Source: an optimization exercise on an open RTL-to-GDS flow (aim: small area, a short achievable clock period and few clock cycles per item). Production flows keep margins and buffers that such runs may drop.
No functional check of the RTL was part of any run shown here.

==> flow/design.v, too long to show whole: its modules and the start of the top module <==
// module idc_controller: 30 lines
// module idc_datapath: 1792 lines
// module idc_fa: 10 lines
// module inclusive_day_count_between_dates: 44 lines
module inclusive_day_count_between_dates #(
	parameter int unsigned MAX_YEAR = 9999
) (
	input  logic        clk,
	input  logic        arst_n,
	input  logic        dates_valid,
	output logic        dates_ready,
	input  logic [4:0]  dates_start_day,
	input  logic [3:0]  dates_start_month,
	input  logic [13:0] dates_start_year,
	input  logic [4:0]  dates_end_day,
	input  logic [3:0]  dates_end_month,
	input  logic [13:0] dates_end_year,
	output logic        result_valid,
	input  logic        result_ready,
	output logic [21:0] result_day_count,
	output logic        result_order_error
);
  // ...
==> flow/flow/run.sh <==
#!/bin/bash
# The standard layout (the standard.sh, unchanged synthesis), with the
# port buffers made from the smallest buffer cell instead of the default
# choice; the resizer still upsizes them where timing needs it. ORFS writes
# each step's full log under orfs/logs; make's own output goes to
# standard.log.
set -uo pipefail
bash standard.sh "BUFFER_PORTS_ARGS=-buffer_cell sky130_fd_sc_hd__buf_1" finish > standard.log 2>&1
==> flow/standard.sh <==
#!/bin/bash
# synth_recipe.tcl (not shown) runs the flow's synth.tcl, then flattens the netlist and writes it again
# the make line also repeats each setting of config.mk as NAME=value (left out here)
make -C /OpenROAD-flow-scripts/flow DESIGN_CONFIG=/design/flow/config.mk WORK_HOME=/design/flow/orfs CLKGATE_MAP_FILE= SYNTH_SCRIPT=/design/flow/synth_recipe.tcl "${@:-finish}"
==> flow/config.mk <==
export PLATFORM = sky130hd
export DESIGN_NAME = inclusive_day_count_between_dates
export DESIGN_NICKNAME = inclusive_day_count_between_dates
export VERILOG_FILES = /design/flow/design.v
export SDC_FILE = /design/flow/constraint.sdc
export NUM_CORES = 4
export LEC_CHECK = 0
export CAP_MARGIN = 20
export CORE_MARGIN = 2
export CORE_UTILIZATION = 40
export CTS_BUF_LIST = sky130_fd_sc_hd__clkbuf_8
export SETUP_SLACK_MARGIN = 5
export SLEW_MARGIN = 20
export SYNTH_HIERARCHICAL = 1
==> flow/constraint.sdc <==
create_clock -name core_clock -period 10.0 [get_ports {clk}]
set_input_delay 2.0000 -clock core_clock [delete_from_list [all_inputs] [get_ports {clk}]]
set_output_delay 2.0000 -clock core_clock [all_outputs]
set_load 0.01 [all_outputs]
==> notes.md, run 1 <==
outcome no timing/DRC/antenna violations; r2r setup slk 5.16 ns; CP cell instances buf_12 -> fa_2 -> fa_1 -> ha_4 -> ha_4 -> ha_4 -> ha_4 -> or4_1 -> nor2_1 -> o211ai_1 -> and3_4 -> o41ai_4 -> xnor2_1 -> nor2_1; maxcap violations 0; Worst path slowest cell fa_1; largest net degree at the start of global routing 46; share of the synthesized area in the top cell type 26.8%; CTS tree done; met3 Use GR 2.40%; Synth Area in Simple Gates 10.8%; Commonest cells post-synth ha_1 (190), fa_1 (137), edfxtp_1 (67); Layout area overhead 16.9%; post-synth top area cell fa_1; Post-CTS Hold Fix Bufs 0; RSZ-0062 raised after global routing true; post-synth cell types 67; TNS Setup 0 ns; multi-input logic area 8230 um2; Avg WL per Cell 15.6 um; Reg-to-Reg End u_dp.r_q[22]; post_cts resized 55; Sequential Area 2060 um2; NonClk Buf Share 7.02%; Core Area 25,100 um2; cell mode on critical path ha_4; Placed Instances 1,284; Least-Margin Pin Slew 0.821 ns; fraction of area in multi-input gates 68.9%; Seq area share 17.3%; DRC 0; floorplan row count 58; vias in the first global route 6,800
==> run 2: changes to the inputs <==
--- a/flow/design.v
+++ b/flow/design.v
@@ -1092,35 +1092,35 @@
 	assign d_v_77 = d_v_15 ^ d_v_54;
 	assign d_v_78 = d_v_17 ^ d_v_56;
 	assign d_v_79 = d_v_19 ^ d_v_60;
 	assign d_v_80 = d_v_21 ^ d_v_62;
 	assign d_v_81 = d_v_23 ^ d_v_64;
 	assign d_v_82 = 1'b1 ^ d_v_66;
 	logic [12:0] da;
 	assign da = {d_v_82, d_v_81, d_v_80, d_v_79, d_v_78, d_v_77, d_v_76, d_v_75, d_v_74, d_v_73, d_v_72, d_v_71, d_v_70};
-	logic [11:0] te_t;
+	logic [8:0] te_t;
 	always_comb begin
 		case (e_month)
-			4'd0: te_t = 12'd2509;
-			4'd1: te_t = 12'd2509;
-			4'd2: te_t = 12'd2540;
-			4'd3: te_t = 12'd2568;
-			4'd4: te_t = 12'd2599;
-			4'd5: te_t = 12'd2629;
-			4'd6: te_t = 12'd2660;
-			4'd7: te_t = 12'd2690;
-			4'd8: te_t = 12'd2721;
-			4'd9: te_t = 12'd2752;
-			4'd10: te_t = 12'd2782;
-			4'd11: te_t = 12'd2813;
-			4'd12: te_t = 12'd2843;
-			4'd13: te_t = 12'd2874;
-			4'd14: te_t = 12'd2874;
-			4'd15: te_t = 12'd2874;
+			4'd0: te_t = 9'd0;
+			4'd1: te_t = 9'd0;
+			4'd2: te_t = 9'd31;
+			4'd3: te_t = 9'd59;
+			4'd4: te_t = 9'd90;
+			4'd5: te_t = 9'd120;
+			4'd6: te_t = 9'd151;
+			4'd7: te_t = 9'd181;
+			4'd8: te_t = 9'd212;
+			4'd9: te_t = 9'd243;
+			4'd10: te_t = 9'd273;
+			4'd11: te_t = 9'd304;
+			4'd12: te_t = 9'd334;
+			4'd13: te_t = 9'd365;
+			4'd14: te_t = 9'd365;
+			4'd15: te_t = 9'd365;
 		endcase
 	end
 	logic [8:0] ts_t;
 	always_comb begin
 		case (s_month)
 			4'd0: ts_t = 9'd365;
 			4'd1: ts_t = 9'd365;
 			4'd2: ts_t = 9'd334;
@@ -1222,31 +1222,16 @@
 	logic w_v_79;
 	logic w_v_80;
 	logic w_v_81;
 	logic w_v_82;
 	logic w_v_83;
 	logic w_v_84;
 	logic w_v_85;
 	logic w_v_86;
-	logic w_v_87;
-	logic w_v_88;
-	logic w_v_89;
-	logic w_v_90;
-	logic w_v_91;
-	logic w_v_92;
-	logic w_v_93;
-	logic w_v_94;
-	logic w_v_95;
-	logic w_v_96;
-	logic w_v_97;
-	logic w_v_98;
-	logic w_v_99;
-	logic w_v_100;
-	logic w_v_101;
 	assign w_v_1 = e_day[0] ^ sdn[0];
 	assign w_v_2 = e_day[0] & sdn[0];
 	idc_fa u_w_v_3 (.a(e_day[1]), .b(sdn[1]), .c(te_t[1]), .s(w_v_3), .co(w_v_4));
 	idc_fa u_w_v_5 (.a(e_day[2]), .b(sdn[2]), .c(te_t[2]), .s(w_v_5), .co(w_v_6));
 	idc_fa u_w_v_7 (.a(e_day[3]), .b(sdn[3]), .c(te_t[3]), .s(w_v_7), .co(w_v_8));
 	idc_fa u_w_v_9 (.a(e_day[4]), .b(sdn[4]), .c(te_t[4]), .s(w_v_9), .co(w_v_10));
 	assign w_v_11 = te_t[0] ^ ts_t[0];
 	assign w_v_12 = te_t[0] & ts_t[0];
@@ -1256,127 +1241,112 @@
 	idc_fa u_w_v_19 (.a(ts_t[4]), .b(w_v_8), .c(w_v_9), .s(w_v_19), .co(w_v_20));
 	idc_fa u_w_v_21 (.a(te_t[5]), .b(ts_t[5]), .c(w_v_10), .s(w_v_21), .co(w_v_22));
 	assign w_v_23 = te_t[6] ^ ts_t[6];
 	assign w_v_24 = te_t[6] & ts_t[6];
 	assign w_v_25 = te_t[7] ^ ts_t[7];
 	assign w_v_26 = te_t[7] & ts_t[7];
 	assign w_v_27 = te_t[8] ^ ts_t[8];
 	assign w_v_28 = te_t[8] & ts_t[8];
-	assign w_v_29 = w_v_1 ^ w_v_11;
-	assign w_v_30 = w_v_1 & w_v_11;
+	assign w_v_29 = w_v_11 ^ w_v_1;
+	assign w_v_30 = w_v_11 & w_v_1;
 	assign w_v_31 = w_v_12 ^ w_v_13;
 	assign w_v_32 = w_v_12 & w_v_13;
 	assign w_v_33 = w_v_14 ^ w_v_15;
 	assign w_v_34 = w_v_14 & w_v_15;
 	assign w_v_35 = w_v_16 ^ w_v_17;
 	assign w_v_36 = w_v_16 & w_v_17;
 	assign w_v_37 = w_v_18 ^ w_v_19;
 	assign w_v_38 = w_v_18 & w_v_19;
 	assign w_v_39 = w_v_20 ^ w_v_21;
 	assign w_v_40 = w_v_20 & w_v_21;
 	assign w_v_41 = w_v_22 ^ w_v_23;
 	assign w_v_42 = w_v_22 & w_v_23;
 	assign w_v_43 = w_v_24 ^ w_v_25;
 	assign w_v_44 = w_v_24 & w_v_25;
 	assign w_v_45 = w_v_26 ^ w_v_27;
 	assign w_v_46 = w_v_26 & w_v_27;
-	assign w_v_47 = w_v_28 ^ te_t[9];
-	assign w_v_48 = w_v_28 & te_t[9];
-	assign w_v_49 = w_v_32 | (w_v_31 & w_v_30);
-	assign w_v_50 = w_v_31 & w_v_29;
-	assign w_v_51 = w_v_36 | (w_v_35 & w_v_34);
-	assign w_v_52 = w_v_35 & w_v_33;
-	assign w_v_53 = w_v_40 | (w_v_39 & w_v_38);
-	assign w_v_54 = w_v_39 & w_v_37;
-	assign w_v_55 = w_v_44 | (w_v_43 & w_v_42);
-	assign w_v_56 = w_v_43 & w_v_41;
-	assign w_v_57 = w_v_48 | (w_v_47 & w_v_46);
-	assign w_v_58 = w_v_47 & w_v_45;
-	assign w_v_59 = 1'b0;
-	assign w_v_60 = te_t[11] & te_t[10];
-	assign w_v_61 = w_v_34 | (w_v_33 & w_v_49);
-	assign w_v_62 = w_v_33 & w_v_50;
-	assign w_v_63 = w_v_51 | (w_v_52 & w_v_49);
-	assign w_v_64 = w_v_52 & w_v_50;
-	assign w_v_65 = w_v_42 | (w_v_41 & w_v_53);
-	assign w_v_66 = w_v_41 & w_v_54;
-	assign w_v_67 = w_v_55 | (w_v_56 & w_v_53);
-	assign w_v_68 = w_v_56 & w_v_54;
-	assign w_v_69 = 1'b0 | (te_t[10] & w_v_57);
-	assign w_v_70 = te_t[10] & w_v_58;
-	assign w_v_71 = w_v_59 | (w_v_60 & w_v_57);
-	assign w_v_72 = w_v_60 & w_v_58;
-	assign w_v_73 = w_v_38 | (w_v_37 & w_v_63);
-	assign w_v_74 = w_v_37 & w_v_64;
-	assign w_v_75 = w_v_53 | (w_v_54 & w_v_63);
-	assign w_v_76 = w_v_54 & w_v_64;
-	assign w_v_77 = w_v_65 | (w_v_66 & w_v_63);
-	assign w_v_78 = w_v_66 & w_v_64;
-	assign w_v_79 = w_v_67 | (w_v_68 & w_v_63);
-	assign w_v_80 = w_v_68 & w_v_64;
-	assign w_v_81 = w_v_46 | (w_v_45 & w_v_79);
-	assign w_v_82 = w_v_45 & w_v_80;
-	assign w_v_83 = w_v_57 | (w_v_58 & w_v_79);
-	assign w_v_84 = w_v_58 & w_v_80;
-	assign w_v_85 = w_v_69 | (w_v_70 & w_v_79);
-	assign w_v_86 = w_v_70 & w_v_80;
-	assign w_v_87 = w_v_71 | (w_v_72 & w_v_79);
-	assign w_v_88 = w_v_72 & w_v_80;
-	assign w_v_89 = w_v_29;
-	assign w_v_90 = w_v_31 ^ w_v_30;
-	assign w_v_91 = w_v_33 ^ w_v_49;
-	assign w_v_92 = w_v_35 ^ w_v_61;
-	assign w_v_93 = w_v_37 ^ w_v_63;
-	assign w_v_94 = w_v_39 ^ w_v_73;
-	assign w_v_95 = w_v_41 ^ w_v_75;
-	assign w_v_96 = w_v_43 ^ w_v_77;
-	assign w_v_97 = w_v_45 ^ w_v_79;
-	assign w_v_98 = w_v_47 ^ w_v_81;
-	assign w_v_99 = te_t[10] ^ w_v_83;
-	assign w_v_100 = te_t[11] ^ w_v_85;
-	assign w_v_101 = 1'b0 ^ w_v_87;
-	logic [12:0] v;
-	assign v = {w_v_101, w_v_100, w_v_99, w_v_98, w_v_97, w_v_96, w_v_95, w_v_94, w_v_93, w_v_92, w_v_91, w_v_90, w_v_89};
+	assign w_v_47 = w_v_32 | (w_v_31 & w_v_30);
+	assign w_v_48 = w_v_31 & w_v_29;
+	assign w_v_49 = w_v_36 | (w_v_35 & w_v_34);
+	assign w_v_50 = w_v_35 & w_v_33;
+	assign w_v_51 = w_v_40 | (w_v_39 & w_v_38);
+	assign w_v_52 = w_v_39 & w_v_37;
+	assign w_v_53 = w_v_44 | (w_v_43 & w_v_42);
+	assign w_v_54 = w_v_43 & w_v_41;
+	assign w_v_55 = 1'b0 | (w_v_28 & w_v_46);
+	assign w_v_56 = w_v_28 & w_v_45;
+	assign w_v_57 = w_v_34 | (w_v_33 & w_v_47);
+	assign w_v_58 = w_v_33 & w_v_48;
+	assign w_v_59 = w_v_49 | (w_v_50 & w_v_47);
+	assign w_v_60 = w_v_50 & w_v_48;
+	assign w_v_61 = w_v_42 | (w_v_41 & w_v_51);
+	assign w_v_62 = w_v_41 & w_v_52;
+	assign w_v_63 = w_v_53 | (w_v_54 & w_v_51);
+	assign w_v_64 = w_v_54 & w_v_52;
+	assign w_v_65 = w_v_38 | (w_v_37 & w_v_59);
+	assign w_v_66 = w_v_37 & w_v_60;
+	assign w_v_67 = w_v_51 | (w_v_52 & w_v_59);
+	assign w_v_68 = w_v_52 & w_v_60;
+	assign w_v_69 = w_v_61 | (w_v_62 & w_v_59);
+	assign w_v_70 = w_v_62 & w_v_60;
+	assign w_v_71 = w_v_63 | (w_v_64 & w_v_59);
+	assign w_v_72 = w_v_64 & w_v_60;
+	assign w_v_73 = w_v_46 | (w_v_45 & w_v_71);
+	assign w_v_74 = w_v_45 & w_v_72;
+	assign w_v_75 = w_v_55 | (w_v_56 & w_v_71);
+	assign w_v_76 = w_v_56 & w_v_72;
+	assign w_v_77 = w_v_29;
+	assign w_v_78 = w_v_31 ^ w_v_30;
+	assign w_v_79 = w_v_33 ^ w_v_47;
+	assign w_v_80 = w_v_35 ^ w_v_57;
+	assign w_v_81 = w_v_37 ^ w_v_59;
+	assign w_v_82 = w_v_39 ^ w_v_65;
+	assign w_v_83 = w_v_41 ^ w_v_67;
+	assign w_v_84 = w_v_43 ^ w_v_69;
+	assign w_v_85 = w_v_45 ^ w_v_71;
+	assign w_v_86 = w_v_28 ^ w_v_73;
+	logic [9:0] v;
+	assign v = {w_v_86, w_v_85, w_v_84, w_v_83, w_v_82, w_v_81, w_v_80, w_v_79, w_v_78, w_v_77};
 	logic [12:0] da_q;
 	logic [6:0]  sc_q, ecn_q;
 	logic        sl_q, eln_q;
-	logic [12:0] v_q;
+	logic [9:0]  v_q;
 	logic [1:0]  sb_q, eb_q;
 	always_ff @(posedge clk) begin
 		if (en1) begin
 			da_q  <= {~da[12], da[11:0]};
 			sc_q  <= s_u;
 			ecn_q <= ~e_u;
 			sl_q  <= s_lp;
 			eln_q <= ~e_lp;
 			v_q   <= v;
 			sb_q  <= s_b;
 			eb_q  <= e_b;
 		end
 	end
-	logic [11:0] yb_t;
+	logic [12:0] yb_t;
 	always_comb begin
 		case ({eb_q, sb_q})
-			4'd0: yb_t = 12'd1095;
-			4'd1: yb_t = 12'd730;
-			4'd2: yb_t = 12'd365;
-			4'd3: yb_t = 12'd0;
-			4'd4: yb_t = 12'd1460;
-			4'd5: yb_t = 12'd1095;
-			4'd6: yb_t = 12'd730;
-			4'd7: yb_t = 12'd365;
-			4'd8: yb_t = 12'd1825;
-			4'd9: yb_t = 12'd1460;
-			4'd10: yb_t = 12'd1095;
-			4'd11: yb_t = 12'd730;
-			4'd12: yb_t = 12'd2190;
-			4'd13: yb_t = 12'd1825;
-			4'd14: yb_t = 12'd1460;
-			4'd15: yb_t = 12'd1095;
+			4'd0: yb_t = 13'd3604;
+			4'd1: yb_t = 13'd3239;
+			4'd2: yb_t = 13'd2874;
+			4'd3: yb_t = 13'd2509;
+			4'd4: yb_t = 13'd3969;
+			4'd5: yb_t = 13'd3604;
+			4'd6: yb_t = 13'd3239;
+			4'd7: yb_t = 13'd2874;
+			4'd8: yb_t = 13'd4334;
+			4'd9: yb_t = 13'd3969;
+			4'd10: yb_t = 13'd3604;
+			4'd11: yb_t = 13'd3239;
+			4'd12: yb_t = 13'd4699;
+			4'd13: yb_t = 13'd4334;
+			4'd14: yb_t = 13'd3969;
+			4'd15: yb_t = 13'd3604;
 		endcase
 	end
 	logic t_1;
 	logic t_2;
 	logic t_3;
 	logic t_4;
 	logic t_5;
 	logic t_6;
@@ -1645,198 +1615,518 @@
 	logic t_269;
 	logic t_270;
 	logic t_271;
 	logic t_272;
 	logic t_273;
 	logic t_274;
 	logic t_275;
 	logic t_276;
+	logic t_277;
+	logic t_278;
+	logic t_279;
+	logic t_280;
+	logic t_281;
+	logic t_282;
+	logic t_283;
+	logic t_284;
+	logic t_285;
+	logic t_286;
+	logic t_287;
+	logic t_288;
+	logic t_289;
+	logic t_290;
+	logic t_291;
+	logic t_292;
+	logic t_293;
+	logic t_294;
+	logic t_295;
+	logic t_296;
+	logic t_297;
+	logic t_298;
+	logic t_299;
+	logic t_300;
+	logic t_301;
+	logic t_302;
+	logic t_303;
+	logic t_304;
+	logic t_305;
+	logic t_306;
+	logic t_307;
+	logic t_308;
+	logic t_309;
+	logic t_310;
+	logic t_311;
+	logic t_312;
+	logic t_313;
+	logic t_314;
+	logic t_315;
+	logic t_316;
+	logic t_317;
+	logic t_318;
+	logic t_319;
+	logic t_320;
+	logic t_321;
+	logic t_322;
+	logic t_323;
+	logic t_324;
+	logic t_325;
+	logic t_326;
+	logic t_327;
+	logic t_328;
+	logic t_329;
+	logic t_330;
+	logic t_331;
+	logic t_332;
+	logic t_333;
+	logic t_334;
+	logic t_335;
+	logic t_336;
+	logic t_337;
+	logic t_338;
+	logic t_339;
+	logic t_340;
+	logic t_341;
+	logic t_342;
+	logic t_343;
+	logic t_344;
+	logic t_345;
+	logic t_346;
+	logic t_347;
+	logic t_348;
+	logic t_349;
+	logic t_350;
+	logic t_351;
+	logic t_352;
+	logic t_353;
+	logic t_354;
+	logic t_355;
+	logic t_356;
+	logic t_357;
+	logic t_358;
+	logic t_359;
+	logic t_360;
+	logic t_361;
+	logic t_362;
+	logic t_363;
+	logic t_364;
+	logic t_365;
+	logic t_366;
+	logic t_367;
+	logic t_368;
+	logic t_369;
+	logic t_370;
+	logic t_371;
+	logic t_372;
+	logic t_373;
+	logic t_374;
+	logic t_375;
+	logic t_376;
+	logic t_377;
+	logic t_378;
+	logic t_379;
+	logic t_380;
+	logic t_381;
+	logic t_382;
+	logic t_383;
+	logic t_384;
+	logic t_385;
+	logic t_386;
+	logic t_387;
+	logic t_388;
+	logic t_389;
+	logic t_390;
+	logic t_391;
+	logic t_392;
+	logic t_393;
+	logic t_394;
+	logic t_395;
+	logic t_396;
+	logic t_397;
+	logic t_398;
+	logic t_399;
+	logic t_400;
+	logic t_401;
+	logic t_402;
+	logic t_403;
+	logic t_404;
+	logic t_405;
+	logic t_406;
+	logic t_407;
+	logic t_408;
+	logic t_409;
+	logic t_410;
+	logic t_411;
+	logic t_412;
+	logic t_413;
+	logic t_414;
+	logic t_415;
+	logic t_416;
+	logic t_417;
+	logic t_418;
+	logic t_419;
+	logic t_420;
+	logic t_421;
+	logic t_422;
+	logic t_423;
+	logic t_424;
+	logic t_425;
+	logic t_426;
+	logic t_427;
+	logic t_428;
+	logic t_429;
+	logic t_430;
+	logic t_431;
+	logic t_432;
+	logic t_433;
+	logic t_434;
+	logic t_435;
 	idc_fa u_t_1 (.a(da_q[0]), .b(sc_q[2]), .c(sc_q[0]), .s(t_1), .co(t_2));
 	assign t_3 = ecn_q[2] ^ ecn_q[0];
 	assign t_4 = ecn_q[2] & ecn_q[0];
 	idc_fa u_t_5 (.a(da_q[1]), .b(sc_q[2]), .c(sc_q[3]), .s(t_5), .co(t_6));
 	idc_fa u_t_7 (.a(sc_q[1]), .b(ecn_q[2]), .c(ecn_q[3]), .s(t_7), .co(t_8));
 	assign t_9 = ecn_q[1] ^ v_q[1];
 	assign t_10 = ecn_q[1] & v_q[1];
 	idc_fa u_t_11 (.a(da_q[2]), .b(da_q[0]), .c(sc_q[3]), .s(t_11), .co(t_12));
 	idc_fa u_t_13 (.a(sc_q[4]), .b(ecn_q[3]), .c(ecn_q[4]), .s(t_13), .co(t_14));
-	assign t_15 = v_q[2] ^ t_11;
-	assign t_16 = v_q[2] & t_11;
+	assign t_15 = v_q[2] ^ yb_t[2];
+	assign t_16 = v_q[2] & yb_t[2];
 	idc_fa u_t_17 (.a(da_q[3]), .b(da_q[1]), .c(sc_q[4]), .s(t_17), .co(t_18));
 	idc_fa u_t_19 (.a(sc_q[5]), .b(ecn_q[4]), .c(ecn_q[5]), .s(t_19), .co(t_20));
-	assign t_21 = v_q[3] ^ t_17;
-	assign t_22 = v_q[3] & t_17;
+	assign t_21 = v_q[3] ^ yb_t[3];
+	assign t_22 = v_q[3] & yb_t[3];
 	idc_fa u_t_23 (.a(da_q[4]), .b(da_q[2]), .c(da_q[0]), .s(t_23), .co(t_24));
 	idc_fa u_t_25 (.a(sc_q[5]), .b(sc_q[6]), .c(ecn_q[5]), .s(t_25), .co(t_26));
-	idc_fa u_t_27 (.a(ecn_q[6]), .b(v_q[4]), .c(t_23), .s(t_27), .co(t_28));
+	idc_fa u_t_27 (.a(ecn_q[6]), .b(v_q[4]), .c(yb_t[4]), .s(t_27), .co(t_28));
 	idc_fa u_t_29 (.a(da_q[5]), .b(da_q[3]), .c(da_q[1]), .s(t_29), .co(t_30));
 	idc_fa u_t_31 (.a(da_q[0]), .b(sc_q[6]), .c(ecn_q[6]), .s(t_31), .co(t_32));
-	assign t_33 = v_q[5] ^ t_29;
-	assign t_34 = v_q[5] & t_29;
+	assign t_33 = v_q[5] ^ yb_t[5];
+	assign t_34 = v_q[5] & yb_t[5];
 	idc_fa u_t_35 (.a(da_q[6]), .b(da_q[4]), .c(da_q[2]), .s(t_35), .co(t_36));
 	assign t_37 = da_q[1] ^ v_q[6];
 	assign t_38 = da_q[1] & v_q[6];
 	idc_fa u_t_39 (.a(da_q[7]), .b(da_q[5]), .c(da_q[3]), .s(t_39), .co(t_40));
 	assign t_41 = da_q[2] ^ da_q[0];
 	assign t_42 = da_q[2] & da_q[0];
 	idc_fa u_t_43 (.a(da_q[8]), .b(da_q[6]), .c(da_q[4]), .s(t_43), .co(t_44));
 	idc_fa u_t_45 (.a(da_q[3]), .b(da_q[1]), .c(da_q[0]), .s(t_45), .co(t_46));
 	idc_fa u_t_47 (.a(da_q[9]), .b(da_q[7]), .c(da_q[5]), .s(t_47), .co(t_48));
 	idc_fa u_t_49 (.a(da_q[4]), .b(da_q[2]), .c(da_q[1]), .s(t_49), .co(t_50));
 	idc_fa u_t_51 (.a(da_q[10]), .b(da_q[8]), .c(da_q[6]), .s(t_51), .co(t_52));
 	idc_fa u_t_53 (.a(da_q[5]), .b(da_q[3]), .c(da_q[2]), .s(t_53), .co(t_54));
-	assign t_55 = da_q[0] ^ v_q[10];
-	assign t_56 = da_q[0] & v_q[10];
-	idc_fa u_t_57 (.a(da_q[11]), .b(da_q[9]), .c(da_q[7]), .s(t_57), .co(t_58));
-	idc_fa u_t_59 (.a(da_q[6]), .b(da_q[4]), .c(da_q[3]), .s(t_59), .co(t_60));
-	idc_fa u_t_61 (.a(da_q[1]), .b(v_q[11]), .c(t_57), .s(t_61), .co(t_62));
-	idc_fa u_t_63 (.a(da_q[12]), .b(da_q[10]), .c(da_q[8]), .s(t_63), .co(t_64));
-	idc_fa u_t_65 (.a(da_q[7]), .b(da_q[5]), .c(da_q[4]), .s(t_65), .co(t_66));
-	assign t_67 = da_q[2] ^ v_q[12];
-	assign t_68 = da_q[2] & v_q[12];
-	idc_fa u_t_69 (.a(da_q[11]), .b(da_q[9]), .c(da_q[8]), .s(t_69), .co(t_70));
-	idc_fa u_t_71 (.a(da_q[6]), .b(da_q[5]), .c(da_q[3]), .s(t_71), .co(t_72));
-	idc_fa u_t_73 (.a(da_q[12]), .b(da_q[10]), .c(da_q[9]), .s(t_73), .co(t_74));
-	assign t_75 = da_q[11] ^ da_q[10];
-	assign t_76 = da_q[11] & da_q[10];
-	idc_fa u_t_77 (.a(v_q[0]), .b(sl_q), .c(eln_q), .s(t_77), .co(t_78));
-	idc_fa u_t_79 (.a(t_4), .b(t_9), .c(t_2), .s(t_79), .co(t_80));
-	assign t_81 = t_5 ^ t_7;
-	assign t_82 = t_5 & t_7;
-	idc_fa u_t_83 (.a(t_10), .b(t_6), .c(t_8), .s(t_83), .co(t_84));
-	idc_fa u_t_85 (.a(t_13), .b(yb_t[2]), .c(t_15), .s(t_85), .co(t_86));
-	idc_fa u_t_87 (.a(t_12), .b(t_14), .c(t_19), .s(t_87), .co(t_88));
-	idc_fa u_t_89 (.a(yb_t[3]), .b(t_16), .c(t_21), .s(t_89), .co(t_90));
-	idc_fa u_t_91 (.a(t_18), .b(t_20), .c(t_25), .s(t_91), .co(t_92));
-	idc_fa u_t_93 (.a(yb_t[4]), .b(t_22), .c(t_27), .s(t_93), .co(t_94));
-	idc_fa u_t_95 (.a(t_24), .b(t_26), .c(t_31), .s(t_95), .co(t_96));
-	idc_fa u_t_97 (.a(yb_t[5]), .b(t_33), .c(t_28), .s(t_97), .co(t_98));
-	idc_fa u_t_99 (.a(t_37), .b(t_30), .c(t_32), .s(t_99), .co(t_100));
-	idc_fa u_t_101 (.a(t_35), .b(yb_t[6]), .c(t_34), .s(t_101), .co(t_102));
-	idc_fa u_t_103 (.a(v_q[7]), .b(t_38), .c(t_41), .s(t_103), .co(t_104));
-	idc_fa u_t_105 (.a(t_36), .b(t_39), .c(yb_t[7]), .s(t_105), .co(t_106));
-	idc_fa u_t_107 (.a(v_q[8]), .b(t_42), .c(t_40), .s(t_107), .co(t_108));
-	idc_fa u_t_109 (.a(t_43), .b(t_45), .c(yb_t[8]), .s(t_109), .co(t_110));
-	idc_fa u_t_111 (.a(v_q[9]), .b(t_44), .c(t_46), .s(t_111), .co(t_112));
-	idc_fa u_t_113 (.a(t_47), .b(t_49), .c(yb_t[9]), .s(t_113), .co(t_114));
-	idc_fa u_t_115 (.a(t_55), .b(t_48), .c(t_50), .s(t_115), .co(t_116));
-	idc_fa u_t_117 (.a(t_51), .b(t_53), .c(yb_t[10]), .s(t_117), .co(t_118));
-	idc_fa u_t_119 (.a(t_56), .b(t_52), .c(t_54), .s(t_119), .co(t_120));
-	idc_fa u_t_121 (.a(t_59), .b(yb_t[11]), .c(t_119), .s(t_121), .co(t_122));
-	idc_fa u_t_123 (.a(t_67), .b(t_58), .c(t_60), .s(t_123), .co(t_124));
-	idc_fa u_t_125 (.a(t_63), .b(t_65), .c(t_62), .s(t_125), .co(t_126));
-	idc_fa u_t_127 (.a(t_68), .b(t_64), .c(t_66), .s(t_127), .co(t_128));
-	idc_fa u_t_129 (.a(t_69), .b(t_71), .c(t_127), .s(t_129), .co(t_130));
-	idc_fa u_t_131 (.a(da_q[7]), .b(da_q[6]), .c(da_q[4]), .s(t_131), .co(t_132));
-	idc_fa u_t_133 (.a(t_70), .b(t_72), .c(t_73), .s(t_133), .co(t_134));
-	idc_fa u_t_135 (.a(da_q[8]), .b(da_q[7]), .c(da_q[5]), .s(t_135), .co(t_136));
-	idc_fa u_t_137 (.a(t_75), .b(t_74), .c(t_135), .s(t_137), .co(t_138));
-	idc_fa u_t_139 (.a(da_q[12]), .b(da_q[11]), .c(da_q[9]), .s(t_139), .co(t_140));
-	idc_fa u_t_141 (.a(da_q[8]), .b(da_q[6]), .c(t_76), .s(t_141), .co(t_142));
-	idc_fa u_t_143 (.a(da_q[12]), .b(da_q[10]), .c(da_q[9]), .s(t_143), .co(t_144));
-	assign t_145 = da_q[11] ^ da_q[10];
-	assign t_146 = da_q[11] & da_q[10];
-	assign t_147 = t_3 ^ t_1;
-	assign t_148 = t_3 & t_1;
-	idc_fa u_t_149 (.a(t_78), .b(yb_t[1]), .c(t_81), .s(t_149), .co(t_150));
-	idc_fa u_t_151 (.a(t_82), .b(t_80), .c(t_83), .s(t_151), .co(t_152));
-	idc_fa u_t_153 (.a(t_84), .b(t_87), .c(t_86), .s(t_153), .co(t_154));
-	idc_fa u_t_155 (.a(t_88), .b(t_91), .c(t_90), .s(t_155), .co(t_156));
-	idc_fa u_t_157 (.a(t_92), .b(t_95), .c(t_94), .s(t_157), .co(t_158));
-	idc_fa u_t_159 (.a(t_96), .b(t_99), .c(t_101), .s(t_159), .co(t_160));
-	idc_fa u_t_161 (.a(t_103), .b(t_100), .c(t_105), .s(t_161), .co(t_162));
-	idc_fa u_t_163 (.a(t_104), .b(t_107), .c(t_106), .s(t_163), .co(t_164));
-	idc_fa u_t_165 (.a(t_108), .b(t_111), .c(t_110), .s(t_165), .co(t_166));
-	idc_fa u_t_167 (.a(t_112), .b(t_115), .c(t_114), .s(t_167), .co(t_168));
-	idc_fa u_t_169 (.a(t_116), .b(t_118), .c(t_61), .s(t_169), .co(t_170));
-	idc_fa u_t_171 (.a(t_120), .b(t_123), .c(t_122), .s(t_171), .co(t_172));
-	idc_fa u_t_173 (.a(t_124), .b(t_126), .c(t_129), .s(t_173), .co(t_174));
-	idc_fa u_t_175 (.a(t_131), .b(t_128), .c(t_133), .s(t_175), .co(t_176));
-	idc_fa u_t_177 (.a(t_132), .b(t_134), .c(t_137), .s(t_177), .co(t_178));
-	idc_fa u_t_179 (.a(t_136), .b(t_139), .c(t_141), .s(t_179), .co(t_180));
-	idc_fa u_t_181 (.a(da_q[7]), .b(t_140), .c(t_143), .s(t_181), .co(t_182));
-	idc_fa u_t_183 (.a(da_q[8]), .b(t_145), .c(t_144), .s(t_183), .co(t_184));
-	idc_fa u_t_185 (.a(da_q[12]), .b(da_q[11]), .c(da_q[9]), .s(t_185), .co(t_186));
-	assign t_187 = t_77 ^ yb_t[0];
-	assign t_188 = t_77 & yb_t[0];
-	idc_fa u_t_189 (.a(t_148), .b(t_79), .c(t_149), .s(t_189), .co(t_190));
-	idc_fa u_t_191 (.a(t_150), .b(t_85), .c(t_151), .s(t_191), .co(t_192));
-	idc_fa u_t_193 (.a(t_89), .b(t_152), .c(t_153), .s(t_193), .co(t_194));
-	idc_fa u_t_195 (.a(t_93), .b(t_154), .c(t_155), .s(t_195), .co(t_196));
-	idc_fa u_t_197 (.a(t_97), .b(t_156), .c(t_157), .s(t_197), .co(t_198));
-	idc_fa u_t_199 (.a(t_98), .b(t_159), .c(t_158), .s(t_199), .co(t_200));
-	idc_fa u_t_201 (.a(t_102), .b(t_161), .c(t_160), .s(t_201), .co(t_202));
-	idc_fa u_t_203 (.a(t_109), .b(t_162), .c(t_163), .s(t_203), .co(t_204));
-	idc_fa u_t_205 (.a(t_113), .b(t_164), .c(t_165), .s(t_205), .co(t_206));
-	idc_fa u_t_207 (.a(t_117), .b(t_166), .c(t_167), .s(t_207), .co(t_208));
-	idc_fa u_t_209 (.a(t_168), .b(t_121), .c(t_169), .s(t_209), .co(t_210));
-	idc_fa u_t_211 (.a(t_170), .b(t_125), .c(t_171), .s(t_211), .co(t_212));
-	assign t_213 = t_172 ^ t_173;
-	assign t_214 = t_172 & t_173;
-	idc_fa u_t_215 (.a(t_130), .b(t_175), .c(t_174), .s(t_215), .co(t_216));
+	idc_fa u_t_55 (.a(da_q[11]), .b(da_q[9]), .c(da_q[7]), .s(t_55), .co(t_56));
+	idc_fa u_t_57 (.a(da_q[6]), .b(da_q[4]), .c(da_q[3]), .s(t_57), .co(t_58));
+	idc_fa u_t_59 (.a(da_q[12]), .b(da_q[10]), .c(da_q[8]), .s(t_59), .co(t_60));
+	idc_fa u_t_61 (.a(da_q[7]), .b(da_q[5]), .c(da_q[4]), .s(t_61), .co(t_62));
+	idc_fa u_t_63 (.a(da_q[11]), .b(da_q[9]), .c(da_q[8]), .s(t_63), .co(t_64));
+	assign t_65 = da_q[6] ^ da_q[5];
+	assign t_66 = da_q[6] & da_q[5];
+	idc_fa u_t_67 (.a(da_q[12]), .b(da_q[10]), .c(da_q[9]), .s(t_67), .co(t_68));
+	assign t_69 = da_q[11] ^ da_q[10];
+	assign t_70 = da_q[11] & da_q[10];
+	idc_fa u_t_71 (.a(v_q[0]), .b(sl_q), .c(eln_q), .s(t_71), .co(t_72));
+	idc_fa u_t_73 (.a(t_4), .b(t_9), .c(t_2), .s(t_73), .co(t_74));
+	assign t_75 = t_5 ^ t_7;
+	assign t_76 = t_5 & t_7;
+	idc_fa u_t_77 (.a(t_10), .b(t_6), .c(t_8), .s(t_77), .co(t_78));
+	idc_fa u_t_79 (.a(t_11), .b(t_13), .c(t_15), .s(t_79), .co(t_80));
+	idc_fa u_t_81 (.a(t_12), .b(t_14), .c(t_17), .s(t_81), .co(t_82));
+	idc_fa u_t_83 (.a(t_19), .b(t_16), .c(t_21), .s(t_83), .co(t_84));
+	idc_fa u_t_85 (.a(t_18), .b(t_20), .c(t_23), .s(t_85), .co(t_86));
+	idc_fa u_t_87 (.a(t_25), .b(t_22), .c(t_27), .s(t_87), .co(t_88));
+	idc_fa u_t_89 (.a(t_24), .b(t_26), .c(t_29), .s(t_89), .co(t_90));
+	idc_fa u_t_91 (.a(t_31), .b(t_33), .c(t_28), .s(t_91), .co(t_92));
+	idc_fa u_t_93 (.a(t_37), .b(t_30), .c(t_32), .s(t_93), .co(t_94));
+	idc_fa u_t_95 (.a(t_35), .b(yb_t[6]), .c(t_34), .s(t_95), .co(t_96));
+	idc_fa u_t_97 (.a(v_q[7]), .b(t_38), .c(t_41), .s(t_97), .co(t_98));
+	idc_fa u_t_99 (.a(t_36), .b(t_39), .c(yb_t[7]), .s(t_99), .co(t_100));
+	idc_fa u_t_101 (.a(v_q[8]), .b(t_42), .c(t_40), .s(t_101), .co(t_102));
+	idc_fa u_t_103 (.a(t_43), .b(t_45), .c(yb_t[8]), .s(t_103), .co(t_104));
+	idc_fa u_t_105 (.a(v_q[9]), .b(t_44), .c(t_46), .s(t_105), .co(t_106));
+	idc_fa u_t_107 (.a(t_47), .b(t_49), .c(yb_t[9]), .s(t_107), .co(t_108));
+	idc_fa u_t_109 (.a(da_q[0]), .b(t_48), .c(t_50), .s(t_109), .co(t_110));
+	idc_fa u_t_111 (.a(t_51), .b(t_53), .c(yb_t[10]), .s(t_111), .co(t_112));
+	idc_fa u_t_113 (.a(da_q[1]), .b(t_52), .c(t_54), .s(t_113), .co(t_114));
+	idc_fa u_t_115 (.a(t_55), .b(t_57), .c(yb_t[11]), .s(t_115), .co(t_116));
+	idc_fa u_t_117 (.a(da_q[2]), .b(t_56), .c(t_58), .s(t_117), .co(t_118));
+	idc_fa u_t_119 (.a(t_59), .b(t_61), .c(yb_t[12]), .s(t_119), .co(t_120));
+	idc_fa u_t_121 (.a(da_q[3]), .b(t_65), .c(t_60), .s(t_121), .co(t_122));
+	assign t_123 = t_62 ^ t_63;
+	assign t_124 = t_62 & t_63;
+	idc_fa u_t_125 (.a(da_q[7]), .b(da_q[6]), .c(da_q[4]), .s(t_125), .co(t_126));
+	idc_fa u_t_127 (.a(t_66), .b(t_64), .c(t_67), .s(t_127), .co(t_128));
+	idc_fa u_t_129 (.a(da_q[8]), .b(da_q[7]), .c(da_q[5]), .s(t_129), .co(t_130));
+	assign t_131 = t_69 ^ t_68;
+	assign t_132 = t_69 & t_68;
+	idc_fa u_t_133 (.a(da_q[12]), .b(da_q[11]), .c(da_q[9]), .s(t_133), .co(t_134));
+	idc_fa u_t_135 (.a(da_q[8]), .b(da_q[6]), .c(t_70), .s(t_135), .co(t_136));
+	idc_fa u_t_137 (.a(da_q[12]), .b(da_q[10]), .c(da_q[9]), .s(t_137), .co(t_138));
+	assign t_139 = da_q[11] ^ da_q[10];
+	assign t_140 = da_q[11] & da_q[10];
+	assign t_141 = t_3 ^ t_71;
+	assign t_142 = t_3 & t_71;
+	idc_fa u_t_143 (.a(t_72), .b(yb_t[1]), .c(t_75), .s(t_143), .co(t_144));
+	idc_fa u_t_145 (.a(t_76), .b(t_74), .c(t_77), .s(t_145), .co(t_146));
+	idc_fa u_t_147 (.a(t_78), .b(t_81), .c(t_80), .s(t_147), .co(t_148));
+	idc_fa u_t_149 (.a(t_82), .b(t_85), .c(t_84), .s(t_149), .co(t_150));
+	idc_fa u_t_151 (.a(t_86), .b(t_89), .c(t_88), .s(t_151), .co(t_152));
+	idc_fa u_t_153 (.a(t_90), .b(t_93), .c(t_95), .s(t_153), .co(t_154));
+	idc_fa u_t_155 (.a(t_97), .b(t_94), .c(t_99), .s(t_155), .co(t_156));
+	idc_fa u_t_157 (.a(t_98), .b(t_101), .c(t_100), .s(t_157), .co(t_158));
+	idc_fa u_t_159 (.a(t_102), .b(t_105), .c(t_104), .s(t_159), .co(t_160));
+	idc_fa u_t_161 (.a(t_106), .b(t_109), .c(t_108), .s(t_161), .co(t_162));
+	idc_fa u_t_163 (.a(t_110), .b(t_113), .c(t_112), .s(t_163), .co(t_164));
+	idc_fa u_t_165 (.a(t_114), .b(t_117), .c(t_116), .s(t_165), .co(t_166));
+	idc_fa u_t_167 (.a(t_123), .b(t_118), .c(t_121), .s(t_167), .co(t_168));
+	idc_fa u_t_169 (.a(t_125), .b(t_124), .c(t_122), .s(t_169), .co(t_170));
+	idc_fa u_t_171 (.a(t_126), .b(t_129), .c(t_131), .s(t_171), .co(t_172));
+	idc_fa u_t_173 (.a(t_130), .b(t_133), .c(t_132), .s(t_173), .co(t_174));
+	idc_fa u_t_175 (.a(da_q[7]), .b(t_134), .c(t_137), .s(t_175), .co(t_176));
+	idc_fa u_t_177 (.a(da_q[8]), .b(t_139), .c(t_138), .s(t_177), .co(t_178));
+	idc_fa u_t_179 (.a(da_q[12]), .b(da_q[11]), .c(da_q[9]), .s(t_179), .co(t_180));
+	assign t_181 = t_1 ^ yb_t[0];
+	assign t_182 = t_1 & yb_t[0];
+	idc_fa u_t_183 (.a(t_142), .b(t_73), .c(t_143), .s(t_183), .co(t_184));
+	idc_fa u_t_185 (.a(t_144), .b(t_79), .c(t_145), .s(t_185), .co(t_186));
+	idc_fa u_t_187 (.a(t_146), .b(t_83), .c(t_147), .s(t_187), .co(t_188));
+	idc_fa u_t_189 (.a(t_87), .b(t_148), .c(t_149), .s(t_189), .co(t_190));
+	idc_fa u_t_191 (.a(t_91), .b(t_150), .c(t_151), .s(t_191), .co(t_192));
+	idc_fa u_t_193 (.a(t_92), .b(t_153), .c(t_152), .s(t_193), .co(t_194));
+	idc_fa u_t_195 (.a(t_96), .b(t_155), .c(t_154), .s(t_195), .co(t_196));
+	idc_fa u_t_197 (.a(t_103), .b(t_156), .c(t_157), .s(t_197), .co(t_198));
+	idc_fa u_t_199 (.a(t_107), .b(t_158), .c(t_159), .s(t_199), .co(t_200));
+	idc_fa u_t_201 (.a(t_111), .b(t_160), .c(t_161), .s(t_201), .co(t_202));
+	idc_fa u_t_203 (.a(t_115), .b(t_162), .c(t_163), .s(t_203), .co(t_204));
+	idc_fa u_t_205 (.a(t_119), .b(t_164), .c(t_165), .s(t_205), .co(t_206));
+	idc_fa u_t_207 (.a(t_120), .b(t_166), .c(t_167), .s(t_207), .co(t_208));
+	idc_fa u_t_209 (.a(t_127), .b(t_168), .c(t_169), .s(t_209), .co(t_210));
+	idc_fa u_t_211 (.a(t_128), .b(t_171), .c(t_170), .s(t_211), .co(t_212));
+	idc_fa u_t_213 (.a(t_135), .b(t_173), .c(t_172), .s(t_213), .co(t_214));
+	idc_fa u_t_215 (.a(t_136), .b(t_175), .c(t_174), .s(t_215), .co(t_216));
 	assign t_217 = t_176 ^ t_177;
 	assign t_218 = t_176 & t_177;
-	idc_fa u_t_219 (.a(t_138), .b(t_179), .c(t_178), .s(t_219), .co(t_220));
-	idc_fa u_t_221 (.a(t_142), .b(t_181), .c(t_180), .s(t_221), .co(t_222));
-	assign t_223 = t_182 ^ t_183;
-	assign t_224 = t_182 & t_183;
-	idc_fa u_t_225 (.a(t_146), .b(t_185), .c(t_184), .s(t_225), .co(t_226));
-	idc_fa u_t_227 (.a(da_q[12]), .b(da_q[10]), .c(t_186), .s(t_227), .co(t_228));
+	idc_fa u_t_219 (.a(t_140), .b(t_179), .c(t_178), .s(t_219), .co(t_220));
+	idc_fa u_t_221 (.a(da_q[12]), .b(da_q[10]), .c(t_180), .s(t_221), .co(t_222));
+	assign t_223 = t_206 ^ t_207;
+	assign t_224 = t_206 & t_207;
+	assign t_225 = t_209 ^ t_208;
+	assign t_226 = t_209 & t_208;
+	assign t_227 = t_210 ^ t_211;
+	assign t_228 = t_210 & t_211;
 	assign t_229 = t_213 ^ t_212;
 	assign t_230 = t_213 & t_212;
-	assign t_231 = t_214 ^ t_215;
-	assign t_232 = t_214 & t_215;
+	assign t_231 = t_215 ^ t_214;
+	assign t_232 = t_215 & t_214;
 	assign t_233 = t_217 ^ t_216;
 	assign t_234 = t_217 & t_216;
 	assign t_235 = t_218 ^ t_219;
 	assign t_236 = t_218 & t_219;
 	assign t_237 = t_221 ^ t_220;
 	assign t_238 = t_221 & t_220;
-	assign t_239 = t_223 ^ t_222;
-	assign t_240 = t_223 & t_222;
-	assign t_241 = t_224 ^ t_225;
-	assign t_242 = t_224 & t_225;
-	assign t_243 = t_227 ^ t_226;
-	assign t_244 = t_227 & t_226;
-	assign t_245 = da_q[11] ^ t_228;
-	assign t_246 = da_q[11] & t_228;
+	assign t_239 = da_q[11] ^ t_222;
+	assign t_240 = da_q[11] & t_222;
+	assign t_241 = t_226 ^ t_227;
+	assign t_242 = t_226 & t_227;
+	assign t_243 = t_228 ^ t_229;
+	assign t_244 = t_228 & t_229;
+	assign t_245 = t_230 ^ t_231;
+	assign t_246 = t_230 & t_231;
 	assign t_247 = t_232 ^ t_233;
 	assign t_248 = t_232 & t_233;
 	assign t_249 = t_235 ^ t_234;
 	assign t_250 = t_235 & t_234;
 	assign t_251 = t_236 ^ t_237;
 	assign t_252 = t_236 & t_237;
 	assign t_253 = t_239 ^ t_238;
 	assign t_254 = t_239 & t_238;
-	assign t_255 = t_241 ^ t_240;
-	assign t_256 = t_241 & t_240;
-	assign t_257 = t_242 ^ t_243;
-	assign t_258 = t_242 & t_243;
-	assign t_259 = t_245 ^ t_244;
-	assign t_260 = t_245 & t_244;
-	assign t_261 = da_q[12] ^ t_246;
-	assign t_262 = da_q[12] & t_246;
+	assign t_255 = da_q[12] ^ t_240;
+	assign t_256 = da_q[12] & t_240;
+	assign t_257 = t_246 ^ t_247;
+	assign t_258 = t_246 & t_247;
+	assign t_259 = t_248 ^ t_249;
+	assign t_260 = t_248 & t_249;
+	assign t_261 = t_250 ^ t_251;
+	assign t_262 = t_250 & t_251;
 	assign t_263 = t_252 ^ t_253;
 	assign t_264 = t_252 & t_253;
 	assign t_265 = t_255 ^ t_254;
 	assign t_266 = t_255 & t_254;
-	assign t_267 = t_257 ^ t_256;
-	assign t_268 = t_257 & t_256;
-	assign t_269 = t_258 ^ t_259;
-	assign t_270 = t_258 & t_259;
-	assign t_271 = t_261 ^ t_260;
-	assign t_272 = t_261 & t_260;
-	assign t_273 = t_269 ^ t_268;
-	assign t_274 = t_269 & t_268;
-	assign t_275 = t_270 ^ t_271;
-	assign t_276 = t_270 & t_271;
+	assign t_267 = t_263 ^ t_262;
+	assign t_268 = t_263 & t_262;
+	assign t_269 = t_264 ^ t_265;
+	assign t_270 = t_264 & t_265;
+	assign t_271 = t_141 ^ t_181;
+	assign t_272 = t_141 & t_181;
+	assign t_273 = t_182 ^ t_183;
+	assign t_274 = t_182 & t_183;
+	assign t_275 = t_184 ^ t_185;
+	assign t_276 = t_184 & t_185;
+	assign t_277 = t_186 ^ t_187;
+	assign t_278 = t_186 & t_187;
+	assign t_279 = t_188 ^ t_189;
+	assign t_280 = t_188 & t_189;
+	assign t_281 = t_190 ^ t_191;
+	assign t_282 = t_190 & t_191;
+	assign t_283 = t_192 ^ t_193;
+	assign t_284 = t_192 & t_193;
+	assign t_285 = t_195 ^ t_194;
+	assign t_286 = t_195 & t_194;
+	assign t_287 = t_197 ^ t_196;
+	assign t_288 = t_197 & t_196;
+	assign t_289 = t_198 ^ t_199;
+	assign t_290 = t_198 & t_199;
+	assign t_291 = t_200 ^ t_201;
+	assign t_292 = t_200 & t_201;
+	assign t_293 = t_202 ^ t_203;
+	assign t_294 = t_202 & t_203;
+	assign t_295 = t_204 ^ t_205;
+	assign t_296 = t_204 & t_205;
+	assign t_297 = t_223 ^ 1'b1;
+	assign t_298 = t_223 & 1'b1;
+	assign t_299 = t_224 ^ t_225;
+	assign t_300 = t_224 & t_225;
+	assign t_301 = t_241 ^ 1'b1;
+	assign t_302 = t_241 & 1'b1;
+	assign t_303 = t_242 ^ t_243;
+	assign t_304 = t_242 & t_243;
+	assign t_305 = t_244 ^ t_245;
+	assign t_306 = t_244 & t_245;
+	assign t_307 = t_257 ^ 1'b1;
+	assign t_308 = t_257 & 1'b1;
+	assign t_309 = t_259 ^ t_258;
+	assign t_310 = t_259 & t_258;
+	assign t_311 = t_260 ^ t_261;
+	assign t_312 = t_260 & t_261;
+	assign t_313 = t_267 ^ 1'b1;
+	assign t_314 = t_267 & 1'b1;
+	assign t_315 = t_268 ^ t_269;
+	assign t_316 = t_268 & t_269;
+	assign t_317 = t_274 | (t_273 & t_272);
+	assign t_318 = t_273 & t_271;
+	assign t_319 = t_278 | (t_277 & t_276);
+	assign t_320 = t_277 & t_275;
+	assign t_321 = t_282 | (t_281 & t_280);
+	assign t_322 = t_281 & t_279;
+	assign t_323 = t_286 | (t_285 & t_284);
+	assign t_324 = t_285 & t_283;
+	assign t_325 = t_290 | (t_289 & t_288);
+	assign t_326 = t_289 & t_287;
+	assign t_327 = t_294 | (t_293 & t_292);
+	assign t_328 = t_293 & t_291;
+	assign t_329 = t_298 | (t_297 & t_296);
+	assign t_330 = t_297 & t_295;
+	assign t_331 = t_302 | (t_301 & t_300);
+	assign t_332 = t_301 & t_299;
+	assign t_333 = t_306 | (t_305 & t_304);
+	assign t_334 = t_305 & t_303;
+	assign t_335 = t_310 | (t_309 & t_308);
+	assign t_336 = t_309 & t_307;
+	assign t_337 = t_314 | (t_313 & t_312);
+	assign t_338 = t_313 & t_311;
+	assign t_339 = t_276 | (t_275 & t_317);
+	assign t_340 = t_275 & t_318;
+	assign t_341 = t_319 | (t_320 & t_317);
+	assign t_342 = t_320 & t_318;
+	assign t_343 = t_284 | (t_283 & t_321);
+	assign t_344 = t_283 & t_322;
+	assign t_345 = t_323 | (t_324 & t_321);
+	assign t_346 = t_324 & t_322;
+	assign t_347 = t_292 | (t_291 & t_325);
+	assign t_348 = t_291 & t_326;
+	assign t_349 = t_327 | (t_328 & t_325);
+	assign t_350 = t_328 & t_326;
+	assign t_351 = t_300 | (t_299 & t_329);
+	assign t_352 = t_299 & t_330;
+	assign t_353 = t_331 | (t_332 & t_329);
+	assign t_354 = t_332 & t_330;
+	assign t_355 = t_308 | (t_307 & t_333);
+	assign t_356 = t_307 & t_334;
+	assign t_357 = t_335 | (t_336 & t_333);
+	assign t_358 = t_336 & t_334;
+	assign t_359 = t_316 | (t_315 & t_337);
+	assign t_360 = t_315 & t_338;
+	assign t_361 = t_280 | (t_279 & t_341);
+	assign t_362 = t_279 & t_342;
+	assign t_363 = t_321 | (t_322 & t_341);
+	assign t_364 = t_322 & t_342;
+	assign t_365 = t_343 | (t_344 & t_341);
+	assign t_366 = t_344 & t_342;
+	assign t_367 = t_345 | (t_346 & t_341);
+	assign t_368 = t_346 & t_342;
+	assign t_369 = t_296 | (t_295 & t_349);
+	assign t_370 = t_295 & t_350;
+	assign t_371 = t_329 | (t_330 & t_349);
+	assign t_372 = t_330 & t_350;
+	assign t_373 = t_351 | (t_352 & t_349);
+	assign t_374 = t_352 & t_350;
+	assign t_375 = t_353 | (t_354 & t_349);
+	assign t_376 = t_354 & t_350;
+	assign t_377 = t_312 | (t_311 & t_357);
+	assign t_378 = t_311 & t_358;
+	assign t_379 = t_337 | (t_338 & t_357);
+	assign t_380 = t_338 & t_358;
+	assign t_381 = t_359 | (t_360 & t_357);
+	assign t_382 = t_360 & t_358;
+	assign t_383 = t_288 | (t_287 & t_367);
+	assign t_384 = t_287 & t_368;
+	assign t_385 = t_325 | (t_326 & t_367);
+	assign t_386 = t_326 & t_368;
+	assign t_387 = t_347 | (t_348 & t_367);
+	assign t_388 = t_348 & t_368;
+	assign t_389 = t_349 | (t_350 & t_367);
+	assign t_390 = t_350 & t_368;
+	assign t_391 = t_369 | (t_370 & t_367);
+	assign t_392 = t_370 & t_368;
+	assign t_393 = t_371 | (t_372 & t_367);
+	assign t_394 = t_372 & t_368;
+	assign t_395 = t_373 | (t_374 & t_367);
+	assign t_396 = t_374 & t_368;
+	assign t_397 = t_375 | (t_376 & t_367);
+	assign t_398 = t_376 & t_368;
+	assign t_399 = t_304 | (t_303 & t_397);
+	assign t_400 = t_303 & t_398;
+	assign t_401 = t_333 | (t_334 & t_397);
+	assign t_402 = t_334 & t_398;
+	assign t_403 = t_355 | (t_356 & t_397);
+	assign t_404 = t_356 & t_398;
+	assign t_405 = t_357 | (t_358 & t_397);
+	assign t_406 = t_358 & t_398;
+	assign t_407 = t_377 | (t_378 & t_397);
+	assign t_408 = t_378 & t_398;
+	assign t_409 = t_379 | (t_380 & t_397);
+	assign t_410 = t_380 & t_398;
+	assign t_411 = t_381 | (t_382 & t_397);
+	assign t_412 = t_382 & t_398;
+	assign t_413 = t_271;
+	assign t_414 = t_273 ^ t_272;
+	assign t_415 = t_275 ^ t_317;
+	assign t_416 = t_277 ^ t_339;
+	assign t_417 = t_279 ^ t_341;
+	assign t_418 = t_281 ^ t_361;
+	assign t_419 = t_283 ^ t_363;
+	assign t_420 = t_285 ^ t_365;
+	assign t_421 = t_287 ^ t_367;
+	assign t_422 = t_289 ^ t_383;
+	assign t_423 = t_291 ^ t_385;
+	assign t_424 = t_293 ^ t_387;
+	assign t_425 = t_295 ^ t_389;
+	assign t_426 = t_297 ^ t_391;
+	assign t_427 = t_299 ^ t_393;
+	assign t_428 = t_301 ^ t_395;
+	assign t_429 = t_303 ^ t_397;
+	assign t_430 = t_305 ^ t_399;
+	assign t_431 = t_307 ^ t_401;
+	assign t_432 = t_309 ^ t_403;
+	assign t_433 = t_311 ^ t_405;
+	assign t_434 = t_313 ^ t_407;
+	assign t_435 = t_315 ^ t_409;
 	logic [22:0] r_d;
 	logic [22:0] r_q;
-	assign r_d = ({t_274, t_273, t_267, t_265, t_263, t_251, t_248, t_247, t_230, t_229, t_210, t_208, t_206, t_204, t_203, t_201, t_198, t_196, t_194, t_192, t_190, t_188, t_147} + {t_275, 1'b1, t_266, t_264, 1'b1, t_250, t_249, 1'b1, t_231, 1'b1, t_211, t_209, t_207, t_205, t_202, t_200, t_199, t_197, t_195, t_193, t_191, t_189, t_187});
+	assign r_d = {t_435, t_434, t_433, t_432, t_431, t_430, t_429, t_428, t_427, t_426, t_425, t_424, t_423, t_422, t_421, t_420, t_419, t_418, t_417, t_416, t_415, t_414, t_413};
 	always_ff @(posedge clk) begin
 		if (en2) begin
 			r_q <= r_d;
 		end
 	end
 	assign day_count   = r_q[22] ? 22'd0 : r_q[21:0];
 	assign order_error = r_q[22] || (r_q == 23'd0);
 endmodule
==> run 2 against run 1 <==
Compared with the run above:
- wire length shrank 1.0%
- worst hold slack worse by 0.0051 ns
- global-route usage up 0.58 points
- critical path type unchanged
- largest cell class unchanged
==> notes.md, run 2 <==
FFs w/ async S/R, synth 2.94%; routability congestion estimate 0.833; NumNets Final 1,364; Overall Global Routing Usage 16.8%; commonest cells after routing, fill and taps aside ha_1 (167), fa_1 (124), edfxtp_1 (66); Post-Route WL 21.0 mm; post-synth net total 1,251; Port Buffers 74; first-pass GRT wire length 34.9 mm; Clk Latency, worst-skew pair 0.36 ns; floorplan row count 57 (-1.7%); Synth Instances 871; Worst Path Max Fanout 4; RSZ-0062 raised after global routing true; mean post-synth cell area 11.5 um2; sequential area share after synthesis 20.3%; CTS max path bufs 2; largest cells by area after synthesis fa_1 (28%), ha_1 (24%), edfxtp_1 (20%); CTS buffer count 9; Regs by FF count u_dp.r_q x23, u_dp.da_q x13, u_dp.v_q x10; multi-input logic area 8220 um2 (-0.15%); #FFs+latches synth 68; total gr overflow 0; largest reg by FF count u_dp.r_q; HPWL after detailed placement 16.9 mm; Fill cells 2,188; Peak Freq 186 MHz; max reg flops 23; cell area after synthesis 10000 um2; Syn. warnings 8; Post-synth EDFFs 66; Commonest cells post-synth ha_1 (191), fa_1 (139), inv_1 (69); skew final 0.0126 ns; die area 26,300 um2; worst endpoint required time 10.23 ns; Critical Path Start Type input port; Least-Margin Pin Slew 0.832 ns (+0.0109 ns); DR pass1 iterations 4; share of the synthesized area in the top cell type 27.8% (+0.99 points); Period minus WS final 5.37 ns; crit share post-route 53.7%; Worst slew margin 44.5%; vias in the first global route 7,012 (+3.1%); Setup violations, final 0; antenna violations before repair 0; CP Capture Type flip-flop; post-synth cell types 68 (+1.5%); largest net degree at the start of global routing 45 (-2.2%); maxcap violations 0 (unchanged); outcome no timing/DRC/antenna violations; Detail Route Antenna Nets 0; # diodes 0; Avg WL per Cell 16.0 um (+2.6%); CTS tree done; top-level port count 75; top_reg_cell synth edfxtp_1; Sink Count 68; Cell Count, Final, Fillers Out 1,313; layout cells sized above 1 20.4%; htree depth 3; Placed Instances 1,255 (-2.3%); Hold Fails Final Rpt 0; Worst EP arrival 5.60 ns; Vias/cell 5.02; Die W 162 um; critical path type in -> reg; Core Area 24,500 um2 (-2.6%); most common cell in the synthesized netlist ha_1; Chip Height 162 um; Initial Util 40.9%; Hold WC Path Type reg -> reg; TNS Setup 0 ns (unchanged); hold_ws 0.520 ns; most common cell after layout, fill and taps aside ha_1; DRC 0 (unchanged); Root Buffer clkbuf_8; CTS clk-pin slew, worst paths 0.07 ns; Sequential Area 2030 um2 (-1.5%); post-synth top area cell fa_1; Layout area overhead 18.6%; Final Max Tran Viols 0; DR iter-0 viols 241; vias 6,595
run 2: changes by cell type in the layout (fill, tap and decap cells not counted), moves of 7 or more:
| cell | delta |
|---|---|
| buf_4 | -21 |
| inv_1 | +17 |
| ha_1 | -12 |
| ha_4 | +12 |
| o21ai_0 | -11 |
| and2_1 | -8 |
| a21oi_1 | -7 |
| nand3_1 | +7 |
run 2: routing by layer:
layer	wire (um)	vias to the layer above	global-route usage, %
met5	0	-	0
met3	714	16	2.91
met2	9930	104	28.1
met1	10100	3194	23.3
met4	210	0	2.98
li1	-	3281	-
run 2: kinds of logic (layout without fill, tap and decap cells):
kind of cell / Yosys count / after routing / synth area share, %
fa+ha+maj: 330 / 330 / 51.7
simple gates: 215 / 215 / 11.1
compound gates: 117 / 117 / 8.12
buf+inv: 84 / 202 / 3.19
flops: 68 / 68 / 20.3
xor+xnor: 48 / 48 / 4.21
mux: 9 / 9 / 1.33
run 2: critical path, cell delays in order:
cell      delay (ns)
buf_12          0.10
inv_8           0.04
ha_4            0.15
mux4_2          0.48
fa_1            0.54
fa_1            0.44
fa_2            0.38
a21o_1          0.19
a21oi_2         0.15
o21bai_1        0.09
a21oi_2         0.15
nor2b_1         0.07
o21a_1          0.19
nor2_2          0.13
fa_2            0.45
inv_2           0.05
run 2: layout make-up:
type	count	share of cell area [%]
clock inverters	7	0.570
inverters	69	2.33
multi-input cells	719	69.3
well taps	324	3.42
clock buffers	9	1.05
flip-flops and latches	68	17.1
repair buffers	117	6.13
run 2: path summary, 6_finish.rpt:
| check | slack [ns] | from | cells past startpoint | to |
|---|---|---|---|---|
| hold / removal | 0.52 | u_ctrl.v1_q | 1 | u_ctrl.v2_q |
| setup reg to reg | 4.92 | u_dp.sb_q[1] | 20 | u_dp.r_q[17] |
| setup / recovery | 4.63 | dates_end_month[0] | 16 | u_dp.v_q[8] |
| max in group asynchronous | 8.46 | arst_n | 1 | u_ctrl.v2_q |
| hold reg to reg | 0.52 | u_ctrl.v1_q | 1 | u_ctrl.v2_q |
| min in group asynchronous | 1.41 | arst_n | 1 | u_ctrl.v1_q |
run 2: repair_timing:
item / CTS / global route
endpoints found under the setup margin: 27 / 28
gates resized for setup: 90 / 60
pin swaps: 41 / 46
setup buffers: 25 / 17
hold buffers: 0 / 0
run 2: stage by stage:
step	util [%]	setup slack (ns)	cell area [um2]
5_1_grt	48.4	4.50	11900
6_report	48.4	4.63	11900
2_1_floorplan	-	4.41	10100
3_3_place_gp	43.9	3.93	10700
3_5_place_dp	43.9	3.83	10700
4_1_cts	46.9	4.63	11500
run 2: Yosys stat by module (local to each module, per instance), a selection:
module          copies in the design  cells  cell area, um2
idc_controller                     1      8            92.6
idc_datapath                       1    737            7380
idc_fa                           126      1            20.0

## port drivers added, routing unchanged
In the flow no input, the clock included, has a driving cell. The finished layouts below were timed again as built, in two steps.
Step 1: set_driving_cell puts a clkbuf_16 on clk and a buf_2 on each other input, an assumption about the parent block.
Step 2 moves the port delays by t, midway between the first and last clock arrival at a register: inputs arrive t later, outputs are due t later. That takes back most of the time a late clock gives input paths.
Slacks: ideal ports / drivers / drivers and shift; pairs: ideal ports / drivers.
| run | t, ns | slack for setup (ns) | latest minus earliest clock arrival (ns) | worst slew at a driven data input, ns | pins driven straight from the clock port |
|---|---|---|---|---|---|
| run 1 | 0.398 | 4.972 / 4.966 / 4.568 | 0.019 / 0.020 | 0.06 | 1 |
| run 2 | 0.386 | 4.633 / 4.606 / 4.221 | 0.013 / 0.013 | 0.07 | 1 |
After both steps every run listed still meets setup and hold. The setup slack of run 2, which loses most, moves by -0.027 ns with the drivers and by -0.412 ns with both steps.
